This is an optimization exercise on Yosys and OpenROAD, whose aim is small area, not a production implementation. Function was checked by simulation only, so behaviour that the tests miss may differ from the original. Power and IR drop assume default switching activity.

==> flow/design.v <==
`default_nettype none
package calc_pkg;
    typedef logic [3:0]  key_code_t;     
    typedef logic [1:0]  col_idx_t;      
    typedef logic [3:0]  row_bits_t;     
    typedef logic [23:0] operand_t;      
    typedef logic [23:0] disp_data_t;    
    typedef logic [7:0]  seg_code_t;     
    localparam int NUM_ROWS   = 4;
    localparam int NUM_COLS   = 4;
    localparam int NUM_DIGITS = 6;
    localparam key_code_t KEY_DIGIT_LIMIT = 4'd10;   
    localparam key_code_t KEY_ADD         = 4'd10;
    localparam key_code_t KEY_SUB         = 4'd11;
    localparam key_code_t KEY_MUL         = 4'd12;
    localparam key_code_t KEY_DIV         = 4'd13;
    localparam key_code_t KEY_EQ_FIRST    = 4'd14;   
    localparam operand_t   DISPLAY_MAX = 24'd999999;   
    localparam disp_data_t DISP_ERROR  = 24'hFFFFFF;   
endpackage
`default_nettype wire
`timescale 1ns/10ps
`default_nettype none
module keypad_scan
#(
    parameter int SCAN_DIV = 50000
) (
    input  wire logic          sys_clk,
    input  wire logic          sys_rst_n,
    input  calc_pkg::row_bits_t          row_stable,
    output logic [calc_pkg::NUM_COLS-1:0] key_col,
    output calc_pkg::col_idx_t           col_idx
);
    localparam int CNT_W = (SCAN_DIV > 1) ? $clog2(SCAN_DIV) : 1;
    logic [CNT_W-1:0] dwell_cnt;
    logic             key_held;
    assign key_held = |row_stable;   
    always_ff @(posedge sys_clk or negedge sys_rst_n) begin
        if (!sys_rst_n) begin
            dwell_cnt <= '0;
            col_idx   <= '0;
        end else if (!key_held) begin
            if (dwell_cnt == CNT_W'(SCAN_DIV - 1)) begin
                dwell_cnt <= '0;
                col_idx   <= col_idx + 2'd1;   
            end else begin
                dwell_cnt <= dwell_cnt + 1'b1;
            end
        end
    end
    assign key_col = ~(4'b0001 << col_idx);
endmodule
`default_nettype wire
`timescale 1ns/10ps
`default_nettype none
module row_debounce #(
    parameter int DEBOUNCE_CYCLES = 20000
) (
    input  wire logic sys_clk,
    input  wire logic sys_rst_n,
    input  wire logic row_raw,
    output logic      row_stable
);
    localparam int CNT_W = (DEBOUNCE_CYCLES > 1) ? $clog2(DEBOUNCE_CYCLES) : 1;
    logic             sync_meta;
    logic             sync_q;
    logic [CNT_W-1:0] stable_cnt;
    always_ff @(posedge sys_clk or negedge sys_rst_n) begin
        if (!sys_rst_n) begin
            sync_meta  <= 1'b0;
            sync_q     <= 1'b0;
            stable_cnt <= '0;
            row_stable <= 1'b0;
        end else begin
            sync_meta <= row_raw;     
            sync_q    <= sync_meta;
            if (sync_q == row_stable) begin
                stable_cnt <= '0;     
            end else if (stable_cnt == CNT_W'(DEBOUNCE_CYCLES - 1)) begin
                stable_cnt <= '0;
                row_stable <= sync_q;   
            end else begin
                stable_cnt <= stable_cnt + 1'b1;
            end
        end
    end
endmodule
`default_nettype wire
`timescale 1ns/10ps
`default_nettype none
module key_encoder
(
    input  wire logic      sys_clk,
    input  wire logic      sys_rst_n,
    input  calc_pkg::row_bits_t      row_stable,
    input  calc_pkg::col_idx_t       col_idx,
    output logic           key_valid,
    output calc_pkg::key_code_t      key_data
);
    logic       any_row;
    logic       any_row_q;
    logic       press_edge;
    logic [1:0] row_sel;
    assign any_row    = |row_stable;
    assign press_edge = any_row && !any_row_q;   
    always_comb begin
        row_sel = 2'd0;
        for (int r = calc_pkg::NUM_ROWS - 1; r >= 0; r--) begin
            if (row_stable[r]) begin
                row_sel = 2'(r);
            end
        end
    end
    always_ff @(posedge sys_clk or negedge sys_rst_n) begin
        if (!sys_rst_n) begin
            any_row_q <= 1'b0;
            key_valid <= 1'b0;
        end else begin
            any_row_q <= any_row;
            key_valid <= press_edge;
        end
    end
    always_ff @(posedge sys_clk) begin
        if (press_edge) begin
            key_data <= {row_sel, col_idx};   
        end
    end
endmodule
`default_nettype wire
`timescale 1ns/10ps
`default_nettype none
module calc_core
(
    input  wire logic      sys_clk,
    input  wire logic      sys_rst_n,
    input  wire logic      key_valid,
    input  calc_pkg::key_code_t      key_data,
    output calc_pkg::disp_data_t     show_data
);
    typedef enum logic [2:0] {
        ENTER_A,
        ENTER_B,
        COMPUTE,
        FORMAT,
        RESULT
    } calc_state_t;
    calc_state_t state;
    calc_pkg::operand_t    num_a;
    calc_pkg::operand_t    num_b;
    calc_pkg::operand_t    result;
    calc_pkg::key_code_t   opcode;
    logic        is_digit;
    logic        is_oper;
    logic        is_equal;
    function automatic calc_pkg::disp_data_t bin_to_bcd(input calc_pkg::operand_t value);
        calc_pkg::disp_data_t bcd;
        integer     i;
        integer     j;
        bcd = '0;
        for (i = 23; i >= 0; i--) begin
            for (j = 0; j < calc_pkg::NUM_DIGITS; j++) begin
                if (bcd[4*j +: 4] >= 4'd5) begin
                    bcd[4*j +: 4] = bcd[4*j +: 4] + 4'd3;
                end
            end
            bcd = {bcd[22:0], value[i]};
        end
        bin_to_bcd = bcd;
    endfunction
    assign is_digit = key_valid && (key_data < calc_pkg::KEY_DIGIT_LIMIT);
    assign is_oper  = key_valid && (key_data >= calc_pkg::KEY_DIGIT_LIMIT) && (key_data < calc_pkg::KEY_EQ_FIRST);
    assign is_equal = key_valid && (key_data >= calc_pkg::KEY_EQ_FIRST);
    always_ff @(posedge sys_clk or negedge sys_rst_n) begin
        if (!sys_rst_n) begin
            state     <= ENTER_A;
            num_a     <= '0;
            num_b     <= '0;
            result    <= '0;
            opcode    <= '0;
            show_data <= '0;
        end else begin
            case (state)
                ENTER_A: begin
                    if (is_digit) begin
                        show_data <= {show_data[19:0], key_data};   
                        num_a     <= num_a * calc_pkg::operand_t'(10) + calc_pkg::operand_t'(key_data);
                    end else if (is_oper) begin
                        show_data <= '0;
                        num_b     <= '0;
                        opcode    <= key_data;
                        state     <= ENTER_B;
                    end
                end
                ENTER_B: begin
                    if (is_digit) begin
                        show_data <= {show_data[19:0], key_data};
                        num_b     <= num_b * calc_pkg::operand_t'(10) + calc_pkg::operand_t'(key_data);
                    end else if (is_equal) begin
                        state <= COMPUTE;   
                    end
                end
                COMPUTE: begin
                    case (opcode)
                        calc_pkg::KEY_ADD: result <= num_a + num_b;
                        calc_pkg::KEY_SUB: result <= num_a - num_b;   
                        calc_pkg::KEY_MUL: result <= num_a * num_b;
                        calc_pkg::KEY_DIV: result <= (num_b == '0) ? '1 : num_a / num_b;
                        default: result <= '0;
                    endcase
                    state <= FORMAT;
                end
                FORMAT: begin
                    if (result > calc_pkg::DISPLAY_MAX) begin
                        show_data <= calc_pkg::DISP_ERROR;
                    end else begin
                        show_data <= bin_to_bcd(result);
                    end
                    state <= RESULT;
                end
                RESULT: begin
                    if (is_digit) begin
                        show_data <= {20'h0, key_data};   
                        num_a     <= calc_pkg::operand_t'(key_data);
                        num_b     <= '0;
                        state     <= ENTER_A;
                    end else if (is_oper) begin
                        show_data <= '0;
                        num_a     <= result;   
                        num_b     <= '0;
                        opcode    <= key_data;
                        state     <= ENTER_B;
                    end
                end
                default: state <= ENTER_A;
            endcase
        end
    end
endmodule
`default_nettype wire
`timescale 1ns/10ps
`default_nettype none
module seg_display
#(
    parameter int REFRESH_DIV = 10000
) (
    input  wire logic       sys_clk,
    input  wire logic       sys_rst_n,
    input  calc_pkg::disp_data_t      show_data,
    output logic [5:0]      seg_sel,
    output calc_pkg::seg_code_t       seg_code
);
    localparam int CNT_W = (REFRESH_DIV > 1) ? $clog2(REFRESH_DIV) : 1;
    logic [CNT_W-1:0] refresh_cnt;
    logic [2:0]       digit_idx;   
    logic [3:0]       nibble;
    always_ff @(posedge sys_clk or negedge sys_rst_n) begin
        if (!sys_rst_n) begin
            refresh_cnt <= '0;
            digit_idx   <= '0;
        end else if (refresh_cnt == CNT_W'(REFRESH_DIV - 1)) begin
            refresh_cnt <= '0;
            if (digit_idx == 3'(calc_pkg::NUM_DIGITS - 1)) begin
                digit_idx <= '0;
            end else begin
                digit_idx <= digit_idx + 3'd1;
            end
        end else begin
            refresh_cnt <= refresh_cnt + 1'b1;
        end
    end
    assign seg_sel = ~(6'b000001 << digit_idx);   
    always_comb begin
        case (digit_idx)
            3'd0:    nibble = show_data[23:20];
            3'd1:    nibble = show_data[19:16];
            3'd2:    nibble = show_data[15:12];
            3'd3:    nibble = show_data[11:8];
            3'd4:    nibble = show_data[7:4];
            default: nibble = show_data[3:0];
        endcase
    end
    always_comb begin
        case (nibble)
            4'h0:    seg_code = 8'hC0;
            4'h1:    seg_code = 8'hF9;
            4'h2:    seg_code = 8'hA4;
            4'h3:    seg_code = 8'hB0;
            4'h4:    seg_code = 8'h99;
            4'h5:    seg_code = 8'h92;
            4'h6:    seg_code = 8'h82;
            4'h7:    seg_code = 8'hF8;
            4'h8:    seg_code = 8'h80;
            4'h9:    seg_code = 8'h90;
            4'hF:    seg_code = 8'hBF;   
            default: seg_code = 8'hFF;   
        endcase
    end
endmodule
`default_nettype wire
`timescale 1ns/10ps
`default_nettype none
module calc_top
#(
    parameter int SCAN_DIV        = 128,
    parameter int DEBOUNCE_CYCLES = 100,
    parameter int REFRESH_DIV     = 8
) (
    input  wire logic       sys_clk,
    input  wire logic       sys_rst_n,
    input  wire logic [3:0] key_row,    
    output logic [3:0]      key_col,    
    output logic [5:0]      seg_sel,
    output calc_pkg::seg_code_t       seg_code
);
    calc_pkg::row_bits_t  row_stable;
    calc_pkg::col_idx_t   col_idx;
    logic       key_valid;
    calc_pkg::key_code_t  key_data;
    calc_pkg::disp_data_t show_data;
    if (SCAN_DIV <= DEBOUNCE_CYCLES + 4) begin : g_param_check
        $error("SCAN_DIV must exceed DEBOUNCE_CYCLES + 4");
    end
    keypad_scan #(
        .SCAN_DIV (SCAN_DIV)
    ) u_keypad_scan (
        .sys_clk    (sys_clk),
        .sys_rst_n  (sys_rst_n),
        .row_stable (row_stable),
        .key_col    (key_col),
        .col_idx    (col_idx)
    );
    for (genvar g = 0; g < calc_pkg::NUM_ROWS; g++) begin : g_row
        row_debounce #(
            .DEBOUNCE_CYCLES (DEBOUNCE_CYCLES)
        ) u_row_debounce (
            .sys_clk    (sys_clk),
            .sys_rst_n  (sys_rst_n),
            .row_raw    (~key_row[g]),   
            .row_stable (row_stable[g])
        );
    end
    key_encoder u_key_encoder (
        .sys_clk    (sys_clk),
        .sys_rst_n  (sys_rst_n),
        .row_stable (row_stable),
        .col_idx    (col_idx),
        .key_valid  (key_valid),
        .key_data   (key_data)
    );
    calc_core u_calc_core (
        .sys_clk    (sys_clk),
        .sys_rst_n  (sys_rst_n),
        .key_valid  (key_valid),
        .key_data   (key_data),
        .show_data  (show_data)
    );
    seg_display #(
        .REFRESH_DIV (REFRESH_DIV)
    ) u_seg_display (
        .sys_clk    (sys_clk),
        .sys_rst_n  (sys_rst_n),
        .show_data  (show_data),
        .seg_sel    (seg_sel),
        .seg_code   (seg_code)
    );
endmodule
`default_nettype wire
==> flow/run.sh <==
#!/bin/bash
# synth_recipe.tcl (not shown) runs the flow's synth.tcl, then flattens the netlist and writes it again
# the make line also repeats each setting of config.mk as NAME=value (left out here)
make -C /OpenROAD-flow-scripts/flow DESIGN_CONFIG=/design/flow/config.mk WORK_HOME=/design/flow/orfs CLKGATE_MAP_FILE= SYNTH_SCRIPT=/design/flow/synth_recipe.tcl finish
==> flow/config.mk <==
export PLATFORM = sky130hd
export DESIGN_NAME = calc_top
export DESIGN_NICKNAME = calc_top
export VERILOG_FILES = /design/flow/design.v
export SDC_FILE = /design/flow/constraint.sdc
export NUM_CORES = 4
export LEC_CHECK = 0
export CAP_MARGIN = 20
export CORE_MARGIN = 2
export CORE_UTILIZATION = 40
export SLEW_MARGIN = 20
==> flow/constraint.sdc <==
create_clock -name core_clock -period 75.0 [get_ports {sys_clk}]
set_input_delay 15.0000 -clock core_clock [delete_from_list [all_inputs] [get_ports {sys_clk}]]
set_output_delay 15.0000 -clock core_clock [all_outputs]
set_load 0.01 [all_outputs]
==> summary.txt <==
## how the worst min path moves through the flow
stage	cells past startpoint	end	startpoint	slack, ps
3_3_place_gp	0	g_row[2].u_row_debounce.sync_q	g_row[2].u_row_debounce.sync_meta	340
5_1_grt	0	g_row[2].u_row_debounce.sync_q	g_row[2].u_row_debounce.sync_meta	360
6_report	0	g_row[2].u_row_debounce.sync_q	g_row[2].u_row_debounce.sync_meta	350
4_1_cts	0	g_row[2].u_row_debounce.sync_q	g_row[2].u_row_debounce.sync_meta	350
2_1_floorplan	0	g_row[0].u_row_debounce.sync_q	g_row[0].u_row_debounce.sync_meta	330
3_5_place_dp	0	g_row[2].u_row_debounce.sync_q	g_row[2].u_row_debounce.sync_meta	340
## layout make-up
class / instances / area (um^2)
Timing Repair Buffer: 139 / 1150
Clock buffer: 19 / 464
Inverter: 520 / 1950
Multi-Input combinational cell: 4759 / 37900
Antenna cell: 1 / 2.50
Sequential cell: 164 / 4130
Fill cell: 11199 / 62900
Tap cell: 1488 / 1860
Clock inverter: 13 / 148
## state kept, by name, indices dropped and copies added (netlist names)
name,flops
u_key_encoder.key_data,4
u_seg_display.digit_idx,3
u_calc_core.state,3
g_row.u_row_debounce.stable_cnt,28
u_keypad_scan.dwell_cnt,7
u_calc_core.show_data,24
u_keypad_scan.col_idx,2
u_seg_display.refresh_cnt,3
g_row.u_row_debounce.sync_meta,4
u_calc_core.result,24
u_calc_core.num_a,24
u_key_encoder.key_valid,1
g_row.u_row_debounce.row_stable,4
u_calc_core.opcode,4
g_row.u_row_debounce.sync_q,4
u_key_encoder.any_row_q,1
u_calc_core.num_b,24
## critical path: cells and delay by family (launching register included)
kind | cells | cell delay (ps)
buffers and inverters | 16 | 3380
and+or+nand+nor | 47 | 5990
AOI/OAI and AO/OA | 287 | 52430
DFF | 1 | 360
adders and majority gates | 23 | 6990
muxes | 3 | 840
## where the power goes
part           internal (W)  switching (W)  leakage (nW)
combinational   0.000000862     0.00000238          18.9
clock             0.0000502      0.0000428         0.301
sequential        0.0000894    0.000000525          2.21
total              0.000140      0.0000457          21.4
## routing by layer
layer / vias to the layer above / wire (um) / share of wire, %
li1: 20076 / - / -
met1: 19252 / 60700 / 48
met2: 930 / 55300 / 44
met3: 151 / 7010 / 5.6
met4: 0 / 2690 / 2.1
met5: - / 0 / 0
## cells in the final DEF, fill, tap and decap left out, types with 21 or more instances in the layout
master	n
a211oi_1	27
a21o_1	110
a21oi_1	261
a221oi_1	37
a22oi_1	24
a31oi_1	38
and2_1	138
and3_1	29
buf_4	110
clkdlybuf4s50_1	21
dfrtp_1	159
fa_1	218
ha_1	680
inv_1	498
mux2_2	150
mux2i_1	81
nand2_1	504
nand2b_1	82
nand3_1	68
nand4_1	54
nor2_1	426
nor2b_1	58
nor3_1	281
o211ai_1	54
o21a_1	258
o21ai_0	182
o21ai_1	38
o21bai_1	53
o22ai_1	33
o31ai_1	87
or2_2	54
or3_1	33
xnor2_1	186
xor2_1	103
## timing repair
action                                  4_1_cts  5_1_grt
setup buffers                                 0       26
hold buffers                                  0        0
endpoints found under the hold margin         0        0
endpoints found under the setup margin        0        2
gates resized for setup                       0       48
## per-stage QoR
stage	total power (W)	util [%]
final	0.000186	43.1
after global routing	0.000193	43.1
after CTS	0.000189	42.7
after detailed placement	0.0000951	42.2
after global placement	0.0000951	42.2
after floorplan	0.0000926	-
## logic make-up after synthesis
kind of cell | after synthesis
compound gates | 1452
simple gates | 1856
fa+ha+maj | 898
flops | 164
mux | 251
buf+inv | 714
xor+xnor | 298
other cells | 1
==> results.toml <==
[sta]
report.final.setup_viol = 0
min_period_ps = 70270
fin_skew_ps = 24.9
fmax_ghz = 0.0142
finalSetupTns_ps = 0
finalHoldViolations = 0
final_hold_slack_ps = 350
maxSlewHeadroom_pct = 6.42
final.setup.worst_slack_ps = 4730
worstMarginPinSlew_ps = 1390
maxSlewViolCount = 0
final.period_utilization_pct = 93.7

[die]
die_x_um = 338
core_um2 = 111000
placementRows = 122
dieHeight_um = 338
initial_utilization_pct = 40.3
io_pins = 24
die_area_um2 = 114000

[cells_and_area]
design.final.nets = 6505
final_standard_cell_count_with_taps_included_and_fillers_excluded = 7103
flow.area_growth_from_synthesis_pct = 7.03
drive_above_1_share_pct = 9.58
finalInstanceArea_um2 = 47600

[placement]
place_ws_ps = 417
place.detailed.hpwl_um = 98200
io_buffer_count = 22
count_of_placed_standard_cells_including_taps = 7041
placement.cell_area_um2 = 46600
finalWeightedCongestion = 0.901

[routing]
via_per_inst = 5.69
via_count = 40409
drt_first_iter_violations = 2553
antenna_violating_nets_left = 0
drt-pass1-iter-count = 6
routed_wire_length_per_instance_um = 17.7
drc = 0
routed_wirelength_um = 126000

[global_routing]
grt.overflow.total = 0
track_usage_pct = 21.9
antenna_found_initial = 0
grt_pass1_wl_um = 203000
largest_net_degree_at_the_start_of_global_routing = 74
global_route.usage.met3_pct = 3.07
vias_in_the_first_global_route = 38363
globalRouteMet2Util_pct = 35.1
grt_busiest_layer = "met2"
gr-usage-met1_pct = 30.8

[synth]
post_synth_inst_count = 5634
ys_warn_count = 5
synth-compound-area-share_pct = 23.0
post-synth-top-count-cell = "ha_1"
synth_top_cells_by_count = "680 x ha_1, 504 x nand2_1, 498 x inv_1, 429 x nor2_1, 288 x nor3_1"
synth.net_count = 6538
yosys.area_share.xor_xnor_pct = 6.02
async_reset_ff_share_pct = 97.6
syn-cell-area_um2 = 44500
synthDominantAreaCellType = "ha_1"
largest_family_of_logic_cells_by_synthesized_area = "adder cells"
yosys.area_share.adder_pct = 28.9
sequential_fraction_of_the_synthesis_area_pct = 9.26
count_of_unique_library_cells_instantiated_by_yosys = 133
yosys.area.top_type_share_pct = 19.1
area_share_of_and_or_nand_nor_cells_after_synthesis_pct = 20.4
synth_top_cells_by_area = "ha_1 19%, fa_1 9.8%, dfrtp_1 9.0%"
synth-seq-cells = 164
yosys_most_used_dff = "dfrtp_1"
syn_avg_cell_area_um2 = 7.90
post_synthesis_mux_area_share_pct = 6.27
synth_enable_flop_cells = 4

[setup_path]
slowest_stage = "or4_4"
arrival_ps = 70630
critPathMostFrequentCell = "o21a_1"
setup.worst_path.end_class = "register"
req_time_crit_path_ps = 75360
worstSetupStartpointType = "register"
r2r_setup_slack_ps = 4730
r2r-end = "u_calc_core.result[0]"
worst_r2r_path_depth = 376
timing.rr.start = "u_calc_core.num_b[12]"
capturing_element_of_the_worst_setup_path = "u_calc_core.result[0]"
timing.critical_path.fanout_max = 31
timing.setup.critical_path_class = "reg -> reg"
worst_setup_path_startpoint = "u_calc_core.num_b[12]"
crit_path_max_incr_delay_ps = 590

[power_and_ir_drop]
ir_drop_mv = 0.0146
power.density_nw_per_um2 = 3.91
total_leakage_power_nw = 21.4

[worst_hold_path]
worstHoldPathType = "reg -> reg"

[status]
outcome = "complete, no violations"

[clock_network]
clk_root_buffer_cell = "clkbuf_16"
worst_path_clk_slew_ps = 80
cts_tree = "done"
htree_num_levels = 4
numClockSinks = 164
clock_tree.buffer_depth = 2
insertion_delay_ps = 480
tritoncts.num_buffers = 17

[flow_run]
max_capacitance_violation_count = 0

-- static timing again, ports no longer ideal --
No port has a modelled driver above. Below, the same layout with a new extraction and two added sets of constraints.
Step 1 (the two cells are an assumption about what drives the block):
set clk [get_ports {sys_clk}]
set_driving_cell -lib_cell sky130_fd_sc_hd__clkbuf_16 $clk
set_driving_cell -lib_cell sky130_fd_sc_hd__buf_2 [delete_from_list [all_inputs] $clk]
Step 2 moves the port delays by t, midway between the first and last clock arrival at a register: inputs arrive t later, outputs are due t later. That takes back most of the time a late clock gives input paths.
Three values: ideal ports, drivers, drivers and shift; two values: the first two.
shift t [ns]: 0.526
setup WS [ns]: 4.726 / 4.726 / 4.726
worst setup path at the end: register to register
worst slew at a driven data input, ns: 0.04
After both steps this run still meets setup and hold. For this run, drivers alone change the setup slack by 0.000 ns; drivers and shift together by 0.000 ns.
